From an optimization exercise on the open Yosys and OpenROAD flow, aimed at a short achievable clock period and few clock cycles per item; shortcuts taken in it are not production practice. No activity file was given, so power comes from the tool's default toggle rates.

==> flow/design.v <==
`default_nettype none
package ssmt_pkg;
  localparam int unsigned OP_W           = 2;
  localparam int unsigned VALUE_W        = 16;
  localparam int unsigned COUNT_W        = 7;
  localparam int unsigned DEF_CAPACITY   = 64;
  localparam int unsigned DEF_ELEM_WIDTH = 16;
  typedef enum logic [OP_W-1:0] {
    OP_INSERT = 2'd0,
    OP_DELETE = 2'd1,
    OP_QUERY  = 2'd2,
    OP_CLEAR  = 2'd3
  } ssmt_op_e;
  typedef struct packed {
    logic ins_en;
    logic del_en;
  } ssmt_ctl_t;
endpackage
`default_nettype wire
`default_nettype none
module ssmt_cell #(
  parameter int unsigned ELEM_WIDTH = ssmt_pkg::DEF_ELEM_WIDTH
) (
  input  wire logic                   clk_i,
  input  wire logic                   we_i,
  input  wire logic [ELEM_WIDTH-1:0]  wdata_i,
  input  wire logic [ELEM_WIDTH-1:0]  elem_i,
  output logic                        match_o
);
  logic [ELEM_WIDTH-1:0] entry_q;
  assign match_o = entry_q == elem_i;
  always_ff @(posedge clk_i) begin
    if (we_i) begin
      entry_q <= wdata_i;
    end
  end
endmodule
`default_nettype wire
`default_nettype none
module small_set_membership_table #(
  parameter int unsigned CAPACITY   = ssmt_pkg::DEF_CAPACITY,
  parameter int unsigned ELEM_WIDTH = ssmt_pkg::DEF_ELEM_WIDTH
) (
  input  wire logic                          clk_i,
  input  wire logic                          rst_ni,
  input  wire logic                          start_i,
  output logic                               busy_o,
  input  wire logic [ssmt_pkg::OP_W-1:0]     op_i,
  input  wire logic [ssmt_pkg::VALUE_W-1:0]  value_i,
  output logic                               valid_o,
  output logic                               was_member_o,
  output logic [ssmt_pkg::COUNT_W-1:0]       count_o,
  output logic                               empty_res_o,
  output logic                               full_res_o,
  output logic                               rejected_o
);
  localparam int unsigned CNT_W = $clog2(CAPACITY + 1);
  localparam int unsigned GRP   = 4;                       
  localparam int unsigned NGRP  = (CAPACITY + 3 + GRP - 1) / GRP;
  localparam int unsigned PHYS  = NGRP * GRP;
  assign busy_o = 1'b0;
  logic [ELEM_WIDTH-1:0] elem;
  assign elem = ELEM_WIDTH'(value_i);
  logic [PHYS-1:0]       match;
  logic [PHYS-1:0]       fs_q;        
  logic                  b_ins;
  logic [ELEM_WIDTH-1:0] b_v_q;
  for (genvar i = 0; i < PHYS; i++) begin : g_cell
    ssmt_cell #(
      .ELEM_WIDTH(ELEM_WIDTH)
    ) u_cell (
      .clk_i  (clk_i),
      .we_i   (b_ins && fs_q[i]),
      .wdata_i(b_v_q),
      .elem_i (elem),
      .match_o(match[i])
    );
  end
  logic                          b_vld_q;
  logic [ssmt_pkg::OP_W-1:0]     b_op_q;
  logic [PHYS-1:0]               b_m_q;
  logic                          b_eqp_q;
  always_ff @(posedge clk_i or negedge rst_ni) begin
    if (!rst_ni) begin
      b_vld_q <= 1'b0;
    end else begin
      b_vld_q <= start_i;
    end
  end
  always_ff @(posedge clk_i) begin
    b_op_q  <= op_i;
    b_v_q   <= elem;
    b_m_q   <= match;
    b_eqp_q <= elem == b_v_q;
  end
  logic [PHYS-1:0]  valid_q, valid_d;
  logic [PHYS-1:0]  pslot_q;          
  logic             pend_q;           
  logic [PHYS-1:0]  fs_d;
  logic [CNT_W-1:0] count_q, count_d;
  logic             full_q, full_d;
  logic             empty_d;
  logic [PHYS-1:0]  hitv;
  logic             member;
  logic             b_del, b_clr;
  logic             ins_ok;
  assign b_ins = b_vld_q && b_op_q == ssmt_pkg::OP_INSERT;
  assign b_del = b_vld_q && b_op_q == ssmt_pkg::OP_DELETE;
  assign b_clr = b_vld_q && b_op_q == ssmt_pkg::OP_CLEAR;
  assign hitv   = (valid_q & b_m_q) | (pslot_q & {PHYS{pend_q && b_eqp_q}});
  assign member = (|(valid_q & b_m_q)) || (pend_q && b_eqp_q);
  assign ins_ok = b_ins && !member && !full_q;
  always_comb begin
    if (b_clr) begin
      valid_d = '0;
    end else begin
      valid_d = (valid_q | (pslot_q & {PHYS{pend_q}})) & ~(hitv & {PHYS{b_del}});
    end
  end
  logic [PHYS-1:0] freev;
  logic [NGRP-1:0] gfree;
  logic [NGRP-1:0] gfirst;
  assign freev = ~(valid_q | pslot_q | fs_q);
  for (genvar g = 0; g < NGRP; g++) begin : g_grp
    assign gfree[g]  = |freev[g*GRP +: GRP];
    if (g == 0) begin : g_first
      assign gfirst[g] = gfree[g];
    end else begin : g_rest
      assign gfirst[g] = gfree[g] && !(|gfree[g-1:0]);
    end
    for (genvar j = 0; j < GRP; j++) begin : g_slot
      if (j == 0) begin : g_j0
        assign fs_d[g*GRP+j] = gfirst[g] && freev[g*GRP+j];
      end else begin : g_jn
        assign fs_d[g*GRP+j] = gfirst[g] && freev[g*GRP+j] && !(|freev[g*GRP +: j]);
      end
    end
  end
  logic [CNT_W-1:0] cnt_mem, cnt_non;
  always_comb begin
    if (b_clr) begin
      cnt_mem = '0;
      cnt_non = '0;
    end else begin
      cnt_mem = b_del ? count_q - CNT_W'(1) : count_q;
      cnt_non = (b_ins && !full_q) ? count_q + CNT_W'(1) : count_q;
    end
  end
  assign count_d = member ? cnt_mem : cnt_non;
  assign full_d  = member ? cnt_mem == CNT_W'(CAPACITY) : cnt_non == CNT_W'(CAPACITY);
  assign empty_d = member ? cnt_mem == '0 : cnt_non == '0;
  always_ff @(posedge clk_i or negedge rst_ni) begin
    if (!rst_ni) begin
      valid_q <= '0;
      pslot_q <= '0;
      pend_q  <= 1'b0;
      fs_q    <= PHYS'(1);
      count_q <= '0;
      full_q  <= 1'b0;
    end else begin
      valid_q <= valid_d;
      pslot_q <= fs_q;
      pend_q  <= ins_ok;
      fs_q    <= fs_d;
      count_q <= count_d;
      full_q  <= full_d;
    end
  end
  logic                          valid_q_r;
  logic                          was_q, empty_q, full_r_q, rej_q;
  logic [ssmt_pkg::COUNT_W-1:0]  cnt_res_q;
  always_ff @(posedge clk_i or negedge rst_ni) begin
    if (!rst_ni) begin
      valid_q_r <= 1'b0;
    end else begin
      valid_q_r <= b_vld_q;
    end
  end
  always_ff @(posedge clk_i) begin
    was_q     <= member;
    cnt_res_q <= ssmt_pkg::COUNT_W'(count_d);
    empty_q   <= empty_d;
    full_r_q  <= full_d;
    rej_q     <= b_ins && !member && full_q;
  end
  assign valid_o      = valid_q_r;
  assign was_member_o = was_q;
  assign count_o      = cnt_res_q;
  assign empty_res_o  = empty_q;
  assign full_res_o   = full_r_q;
  assign rejected_o   = rej_q;
endmodule
`default_nettype wire
==> flow/config.mk <==
export PLATFORM = sky130hd
export DESIGN_NAME = small_set_membership_table
export DESIGN_NICKNAME = small_set_membership_table
export VERILOG_FILES = /design/flow/design.v
export SDC_FILE = /design/flow/constraint.sdc
export NUM_CORES = 4
export LEC_CHECK = 0
export ABC_CLOCK_PERIOD_IN_PS = 2000
export CAP_MARGIN = 20
export CORE_MARGIN = 2
export CORE_UTILIZATION = 40
export SETUP_SLACK_MARGIN = 3.6
export SLEW_MARGIN = 20
==> flow/constraint.sdc <==
create_clock -name core_clock -period 6.0 [get_ports {clk_i}]
set_input_delay 1.2000 -clock core_clock [delete_from_list [all_inputs] [get_ports {clk_i}]]
set_output_delay 1.2000 -clock core_clock [all_outputs]
set_load 0.01 [all_outputs]
run.sh (not shown) runs the stock make flow with config.mk's settings and CLKGATE_MAP_FILE= SYNTH_SCRIPT=/design/flow/synth_recipe.tcl, a recipe that flattens the netlist after the stock synthesis.
The starting point completed without violations.
Change:
Settings changed: ABC_CLOCK_PERIOD_IN_PS 2000 to 1500, CORE_UTILIZATION 40 to 60, SETUP_SLACK_MARGIN 3.6 to 3.8.
Outcome: Setup slack gains 0.061 ns; die area went down by 33%; global-route usage went up by 12 points; synthesized cell count is unchanged; worst hold slack loses 0.0041 ns; first-iteration DRC count went up by 27%; total power went down by 0.60%.
No functional check of the RTL was part of any run of this note.

[static timing again, ports no longer ideal]
The flow's constraints put no driver on any port. The routed layouts listed below were extracted and timed again, unchanged, in two steps.
Step 1 (the two cells are an assumption about what drives the block):
set clk [get_ports {clk_i}]
set_driving_cell -lib_cell sky130_fd_sc_hd__clkbuf_16 $clk
set_driving_cell -lib_cell sky130_fd_sc_hd__buf_2 [delete_from_list [all_inputs] $clk]
Step 2, shift: input delay + t, output delay - t, t = (earliest + latest rising clock arrival at the registers) / 2. This alone moves slack from input paths to output paths.
a / b / c = ideal ports / drivers / drivers and shift; a / b = the first two.
run | shift t [ns] | slack for setup (ns) | cell pins on the clock port's net
the first run | 0.818 | 3.095 / 3.095 / 2.840 | 1
the second run | 0.807 | 3.156 / 3.156 / 2.977 | 1
After both steps every run listed still meets setup and hold. For the first run, which loses most, drivers alone change the setup slack by 0.000 ns; drivers and shift together by -0.255 ns.
